What follows belongs to an exercise in optimizing a design on an open flow for small area, a short achievable clock period and few clock cycles; a production flow would make more cautious choices. RTL that was checked went through simulation tests only; none was proved equivalent to the original.

job 103:
Design acc_top, start of the top module:
module acc_top #(
  parameter int ADDR_WIDTH = acc_pkg::ADDR_WIDTH_DEF,
  parameter int CNT_WIDTH  = acc_pkg::CNT_WIDTH_DEF
) (
  input  logic                  ap_clk,
  input  logic                  ap_rst_n,
  input  logic                  ap_start,
  output logic                  ap_idle,
  output logic                  ap_ready,
  output logic                  ap_done,
  input  logic [ADDR_WIDTH-1:0] ifm_addr_base,
  input  logic [ADDR_WIDTH-1:0] wgt_addr_base,
  input  logic [ADDR_WIDTH-1:0] ofm_addr_base,
  input  logic [CNT_WIDTH-1:0]  cfg_ci,
  input  logic [CNT_WIDTH-1:0]  cfg_co,
  output logic                  ifm_rd_req,
  output logic [ADDR_WIDTH-1:0] ifm_rd_addr,
  input  logic                  ifm_rd_valid,
  input  acc_pkg::word_t        ifm_rd_data,
  output logic                  wgt_rd_req,
  output logic [ADDR_WIDTH-1:0] wgt_rd_addr,
  input  logic                  wgt_rd_valid,
  input  acc_pkg::word_t        wgt_rd_data,
  output logic                  ofm_wr_req,
  output logic [ADDR_WIDTH-1:0] ofm_wr_addr,
  output acc_pkg::word_t        ofm_wr_data,
  input  logic                  ofm_wr_ack
);
For scale: ~1800 cells after synthesis, roughly 0.021 mm² of cells after synthesis.
clock: 12.5 ns
lec_check: 0
cap_margin: 20
core_margin: 2
core_utilization: 60
cts_buf_list: sky130_fd_sc_hd__clkbuf_16
cts_cluster_diameter: 100
cts_cluster_size: 25
slew_margin: 20
standard.sh (not shown) runs the stock make flow with config.mk's settings and CLKGATE_MAP_FILE= SYNTH_SCRIPT=/design/flow/synth_recipe.tcl, a recipe that flattens the netlist after the stock synthesis.
==> flow/flow/run.sh <==
#!/bin/bash
# Layout flow: the standard ORFS flow (standard synthesis unchanged), with
#  - port buffers made from plain buf cells instead of the default delay-buffer
#    cells (every port still gets its own buffer),
#  - repair_timing asked for extra setup slack so the resizer works the
#    input/output paths below the clock period.
# Each tool's full output stays in orfs/logs; make's output goes to flow.log.
set -euo pipefail
PORT_BUF=${PORT_BUF:-sky130_fd_sc_hd__buf_1}
MARGIN=${MARGIN:-6.8}
bash standard.sh "BUFFER_PORTS_ARGS=-buffer_cell $PORT_BUF" "SETUP_SLACK_MARGIN=$MARGIN" finish > flow.log 2>&1
Job 103 ran to completion and came out clean on the timing, DRC and antenna checks.
Modified inputs, job 102 compared to job 103
--- a/flow/design.v
+++ b/flow/design.v
@@ -19,12 +19,42 @@
       r[b*LANE_BITS +: LANE_BITS] = w[(LANES-1-b)*LANE_BITS +: LANE_BITS];
     end
     byte_rev = r;
   endfunction
 endpackage
 `timescale 1ns/100ps
+module acc_bk_add #(
+  parameter int N  = 26,
+  parameter int LG = 5      
+) (
+  input  logic [N-1:0] a,
+  input  logic [N-1:0] b,
+  output logic [N-1:0] s
+);
+  logic [N-1:0] g, p, gg, pp;
+  always_comb begin
+    g  = a & b;
+    p  = a ^ b;
+    gg = g;
+    pp = p;
+    for (int k = 0; k < LG; k++) begin
+      for (int i = (2 << k) - 1; i < N; i += (2 << k)) begin
+        gg[i] = gg[i] | (pp[i] & gg[i - (1 << k)]);
+        pp[i] = pp[i] & pp[i - (1 << k)];
+      end
+    end
+    for (int k = LG - 2; k >= 0; k--) begin
+      for (int i = (3 << k) - 1; i < N; i += (2 << k)) begin
+        gg[i] = gg[i] | (pp[i] & gg[i - (1 << k)]);
+        pp[i] = pp[i] & pp[i - (1 << k)];
+      end
+    end
+    s = p ^ {gg[N-2:0], 1'b0};
+  end
+endmodule
+`timescale 1ns/100ps
 module acc_dot_csa (
   input  logic [31:0] a,
   input  logic [31:0] b,
   output logic [17:0] sn,
   output logic [17:0] cn
 );
@@ -1233,15 +1263,21 @@
   assign dot_c = ~dot_cn;
   assign a0 = mac_clear ? '0 : acc_q;
   assign x  = {{(AW-18){~dot_s[17]}}, ~dot_s[17], dot_s[16:0]};
   assign y  = {{(AW-18){1'b0}}, dot_c};
   assign z  = a0 ^ x ^ y;
   assign cy = {(a0[AW-2:0] & x[AW-2:0]) | (a0[AW-2:0] & y[AW-2:0]) | (x[AW-2:0] & y[AW-2:0]), 1'b0};
+  logic [AW-1:0] sum;
+  acc_bk_add #(.N(AW)) u_add (
+    .a (z),
+    .b (cy),
+    .s (sum)
+  );
   always_ff @(posedge ap_clk) begin
     if (mac_en) begin
-      acc_q <= z + cy;
+      acc_q <= sum;
     end
   end
   assign acc_value = {{(32-AW){acc_q[AW-1]}}, acc_q};
 endmodule
 `timescale 1ns/100ps
 module acc_top #(
@@ -1340,14 +1376,16 @@
   logic issue;
   logic fi_last, fco_last;
   assign ap_idle  = rdy0_q | (ofm_wr_ack & rdy1_q);
   assign ap_ready = (ap_start & rdy0_q) | (ap_start & ofm_wr_ack & rdy1_q);
   assign ap_done  = fin_q & ofm_wr_ack;
   assign load_en  = idle_q | fin_q;
-  assign ifm_rd_req = ireq_q[{ifm_rd_valid, wgt_rd_valid}];
-  assign wgt_rd_req = wreq_q[{ifm_rd_valid, wgt_rd_valid}];
+  assign ifm_rd_req = ifm_rd_valid ? (ireq_q[2] | (wgt_rd_valid & ireq_q[3]))
+                                   : (ireq_q[0] | (wgt_rd_valid & ireq_q[1]));
+  assign wgt_rd_req = ifm_rd_valid ? (wreq_q[2] | (wgt_rd_valid & wreq_q[3]))
+                                   : (wreq_q[0] | (wgt_rd_valid & wreq_q[1]));
   assign issue      = ha_q | (ofm_wr_ack & hb_q);
   assign pop = qi0_v & qw_v &
                ~(((s1_v_q & s1_t_q[0]) | (res_wait_q & wr_pend_q)) & (res_wait_q | wr_pend_q));
   assign fi_last  = (fi_q == ci_m1_q);
   assign fco_last = (fco_q == '0);
   logic [LO-1:0] ifm_lo;
@@ -1400,12 +1438,23 @@
     end
     wr_pend_n = busy_q & (issue | (wr_pend_q & ~ofm_wr_ack));
     qi0_t_n   = (pop & qi1_v) ? qi1_t : ((pop | ~qi0_v) ? otag_q : qi0_t);
     s1_t_n    = qi0_t;
     fi_inc     = fi_last ? '0 : fi_q + 1'b1;
   end
+  logic [ADDR_WIDTH-3:0] wgt_addr_inc, ofm_addr_inc;
+  acc_bk_add #(.N(ADDR_WIDTH-2)) u_wgt_inc (
+    .a (wgt_addr_q[ADDR_WIDTH-1:2]),
+    .b ((ADDR_WIDTH-2)'(1)),
+    .s (wgt_addr_inc)
+  );
+  acc_bk_add #(.N(ADDR_WIDTH-2)) u_ofm_inc (
+    .a (ofm_addr_q[ADDR_WIDTH-1:2]),
+    .b ((ADDR_WIDTH-2)'(1)),
+    .s (ofm_addr_inc)
+  );
   logic [9:0] terms_n;
   logic [9:0] rq_n;
   assign terms_n = req_terms(busy_n, fin_n, fdone_n, ifm_out_n, wgt_out_n, diff_n, qi0_v_n, qi1_v_n,
                              qi0_t_n, qw_v_n, s1_v_n, s1_t_n, res_wait_n, wr_pend_n);
   assign rq_n = {terms_n[9] | terms_n[8] | terms_n[7] | terms_n[6], terms_n[9] | terms_n[7],
                  terms_n[9] | terms_n[8], terms_n[9],
@@ -1451,18 +1500,18 @@
       otag_q <= {fi_last & fco_last, fi_last};
       if (fi_last) fco_q <= fco_q - 1'b1;
     end
     if (load_en) begin
       wgt_addr_q <= wgt_addr_base;
     end else if (wgt_rd_req) begin
-      wgt_addr_q <= wgt_addr_q + ADDR_WIDTH'(4);
+      wgt_addr_q <= {wgt_addr_inc, wgt_addr_q[1:0]};
     end
     if (load_en) begin
       ofm_addr_q <= ofm_addr_base;
     end else if (issue) begin
-      ofm_addr_q <= ofm_addr_q + ADDR_WIDTH'(4);
+      ofm_addr_q <= {ofm_addr_inc, ofm_addr_q[1:0]};
     end
   end
   always_ff @(posedge ap_clk) begin
     if (pop & qi1_v) begin
       qi0_d <= qi1_d;
     end else if (pop | ~qi0_v) begin
--- outcome ---
- Each of the runs, namely job 102 and job 103, reached the end of the flow and came out clean.
- Changes observed in job 102 relative to job 103: area after synthesis lower; worst hold path cell count essentially unchanged.
- On job 102: wire length of the first global-routing pass is 990 µm lower than what job 103 gave.
- Delta (job 102 minus job 103): met3 routed wirelength saw an increase, non-clock buffering overhead in the final layout closely matched the old numbers, die area lost 480 µm².
- Going from job 103 to job 102, design area lower; worst setup slack increased 0.11 ns.
- Compared with job 103, non-clock buffer count in job 102 decreased slightly.
- Comparing job 102 and job 103, the lower fraction of standard cell area that is sequential was measured on job 103.
- Against job 103, job 102 reports a layout overhead on the synthesized area that is higher.
Function was not checked in any run of this note: the RTL went through the layout flow alone.

Setup of the baseline:
Another version of the RTL of acc_top (not shown whole).
Size in the first run: roughly 1700 cells after synthesis, roughly 300 flip-flops, ~320 I/O pins, roughly 0.021 mm2 of cells after synthesis.
clock: 12.5 ns
lec_check: 0
cap_margin: 20
core_margin: 2
core_utilization: 60
cts_buf_list: sky130_fd_sc_hd__clkbuf_16
cts_cluster_diameter: 100
cts_cluster_size: 25
slew_margin: 20
Scripts as last shown in full above: flow/flow/run.sh
The baseline: done, clean on timing, DRC and antenna
--- input diff the baseline..the candidate ---
--- a/flow/design.v
+++ b/flow/design.v
@@ -17,46 +17,16 @@
     word_t r;
     for (int b = 0; b < LANES; b++) begin
       r[b*LANE_BITS +: LANE_BITS] = w[(LANES-1-b)*LANE_BITS +: LANE_BITS];
     end
     byte_rev = r;
   endfunction
 endpackage
 `timescale 1ns/100ps
-module acc_bk_add #(
-  parameter int N = 26
-) (
-  input  logic [N-1:0] a,
-  input  logic [N-1:0] b,
-  output logic [N-1:0] s
-);
-  localparam int LG = $clog2(N);
-  logic [N-1:0] g, p, gg, pp;
-  always_comb begin
-    g  = a & b;
-    p  = a ^ b;
-    gg = g;
-    pp = p;
-    for (int k = 0; k < LG; k++) begin
-      for (int i = (2 << k) - 1; i < N; i += (2 << k)) begin
-        gg[i] = gg[i] | (pp[i] & gg[i - (1 << k)]);
-        pp[i] = pp[i] & pp[i - (1 << k)];
-      end
-    end
-    for (int k = LG - 2; k >= 0; k--) begin
-      for (int i = (3 << k) - 1; i < N; i += (2 << k)) begin
-        gg[i] = gg[i] | (pp[i] & gg[i - (1 << k)]);
-        pp[i] = pp[i] & pp[i - (1 << k)];
-      end
-    end
-    s = p ^ {gg[N-2:0], 1'b0};
-  end
-endmodule
-`timescale 1ns/100ps
 module acc_dot_csa (
   input  logic [31:0] a,
   input  logic [31:0] b,
   output logic [17:0] sn,
   output logic [17:0] cn
 );
   logic fs0, fc0;
   logic fp0;
@@ -1261,25 +1231,19 @@
   logic [17:0]   dot_s, dot_c;
   assign dot_s = ~dot_sn;
   assign dot_c = ~dot_cn;
   assign a0 = mac_clear ? '0 : acc_q;
   assign x  = {{(AW-18){~dot_s[17]}}, ~dot_s[17], dot_s[16:0]};
   assign y  = {{(AW-18){1'b0}}, dot_c};
   assign z  = a0 ^ x ^ y;
   assign cy = {(a0[AW-2:0] & x[AW-2:0]) | (a0[AW-2:0] & y[AW-2:0]) | (x[AW-2:0] & y[AW-2:0]), 1'b0};
-  logic [AW-1:0] sum;
-  acc_bk_add #(.N(AW)) u_add (
-    .a (z),
-    .b (cy),
-    .s (sum)
-  );
   always_ff @(posedge ap_clk) begin
     if (mac_en) begin
-      acc_q <= sum;
+      acc_q <= z + cy;
     end
   end
   assign acc_value = {{(32-AW){acc_q[AW-1]}}, acc_q};
 endmodule
 `timescale 1ns/100ps
 module acc_top #(
   parameter int ADDR_WIDTH = acc_pkg::ADDR_WIDTH_DEF,
   parameter int CNT_WIDTH  = acc_pkg::CNT_WIDTH_DEF
@@ -1432,27 +1396,16 @@
       s1_v_n     = pop;
       res_wait_n = (s1_v_q & s1_t_q[0]) | (res_wait_q & ~issue);
     end
     wr_pend_n = busy_q & (issue | (wr_pend_q & ~ofm_wr_ack));
     qi0_t_n   = (pop & qi1_v) ? qi1_t : ((pop | ~qi0_v) ? otag_q : qi0_t);
     s1_t_n    = qi0_t;
     fi_inc     = fi_last ? '0 : fi_q + 1'b1;
   end
-  logic [ADDR_WIDTH-3:0] wgt_addr_inc, ofm_addr_inc;
-  acc_bk_add #(.N(ADDR_WIDTH-2)) u_wgt_inc (
-    .a (wgt_addr_q[ADDR_WIDTH-1:2]),
-    .b ((ADDR_WIDTH-2)'(1)),
-    .s (wgt_addr_inc)
-  );
-  acc_bk_add #(.N(ADDR_WIDTH-2)) u_ofm_inc (
-    .a (ofm_addr_q[ADDR_WIDTH-1:2]),
-    .b ((ADDR_WIDTH-2)'(1)),
-    .s (ofm_addr_inc)
-  );
   always_ff @(posedge ap_clk or negedge ap_rst_n) begin
     if (!ap_rst_n) begin
       busy_q <= 1'b0;
       idle_q <= 1'b1;
       fin_q  <= 1'b0;
       {fa_q, faw_q, fb_q, fbw_q, ga_q, gai_q, gb_q, gbi_q, ha_q, hb_q} <= '0;
     end else begin
       busy_q <= busy_n;
@@ -1483,22 +1436,22 @@
       fco_q   <= cfg_co - 1'b1;
     end else if (ifm_rd_req) begin
       otag_q <= {fi_last & fco_last, fi_last};
       if (fi_last) fco_q <= fco_q - 1'b1;
     end
     if (load_en) begin
       wgt_addr_q <= wgt_addr_base;
     end else if (wgt_rd_req) begin
-      wgt_addr_q <= {wgt_addr_inc, wgt_addr_q[1:0]};
+      wgt_addr_q <= wgt_addr_q + ADDR_WIDTH'(4);
     end
     if (load_en) begin
       ofm_addr_q <= ofm_addr_base;
     end else if (issue) begin
-      ofm_addr_q <= {ofm_addr_inc, ofm_addr_q[1:0]};
+      ofm_addr_q <= ofm_addr_q + ADDR_WIDTH'(4);
     end
   end
   always_ff @(posedge ap_clk) begin
     if (pop & qi1_v) begin
       qi0_d <= qi1_d;
     end else if (pop | ~qi0_v) begin
       qi0_d <= ifm_rd_data;
     end
Notes after the runs:
Re global-route wire length before repair: the candidate is 0.84% down on the baseline.
Detailed-route wire length, the baseline and the candidate: smaller value in the candidate
Taking the baseline as the reference point, the peak fanout along the critical path of the candidate falls by 3.
[compare] base=the baseline new=the candidate: total number of vias rose 474, count of unique library cells instantiated by Yosys fell about 16%, worst setup slack after layout fell 0.069 ns, part of the cycle the worst path needs rose 0.55 points, sequential share of layout area fell 0.38 points.
Testbench counts of the candidate, summed over its fixed seeds: cycles 59,110.
Only the layout flow was run in the baseline; the RTL was not checked for function there.

==> static timing again, ports no longer ideal <==
In the flow no input, the clock included, has a driving cell. The finished layouts below were timed again as built, in two steps.
Step 1 sets driving cells, clkbuf_16 on the clock port and buf_2 on the other inputs (assumed; they add their load-dependent delay and slew).
Step 2 also shifts input and output timing later by t, the mid clock arrival at the registers, as if the neighbouring blocks saw the same clock.
Three values: no drivers, after step 1, after step 2; two values: the first two.
| run | t, ns | setup slack, ns | worst hold slack (ns) | clock arrival spread, ns | slew at the worst register clock pin (ns) |
|---|---|---|---|---|---|
| job 103 | 0.583 | 6.714 / 6.653 / 6.653 | 0.389 / 0.389 / 0.389 | 0.032 / 0.032 | 0.11 / 0.11 |
| job 102 | 0.559 | 6.822 / 6.785 / 6.785 | 0.363 / 0.363 / 0.363 | 0.023 / 0.022 | 0.11 / 0.11 |
| the baseline | 0.572 | 6.839 / 6.795 / 6.795 | 0.353 / 0.353 / 0.353 | 0.036 / 0.036 | 0.11 / 0.11 |
| the candidate | 0.573 | 6.770 / 6.715 / 6.715 | 0.384 / 0.384 / 0.384 | 0.034 / 0.034 | 0.10 / 0.10 |
After both steps setup and hold are still met in every run listed. The setup slack of job 103, which loses most, moves by -0.061 ns with the drivers and by -0.061 ns with both steps.
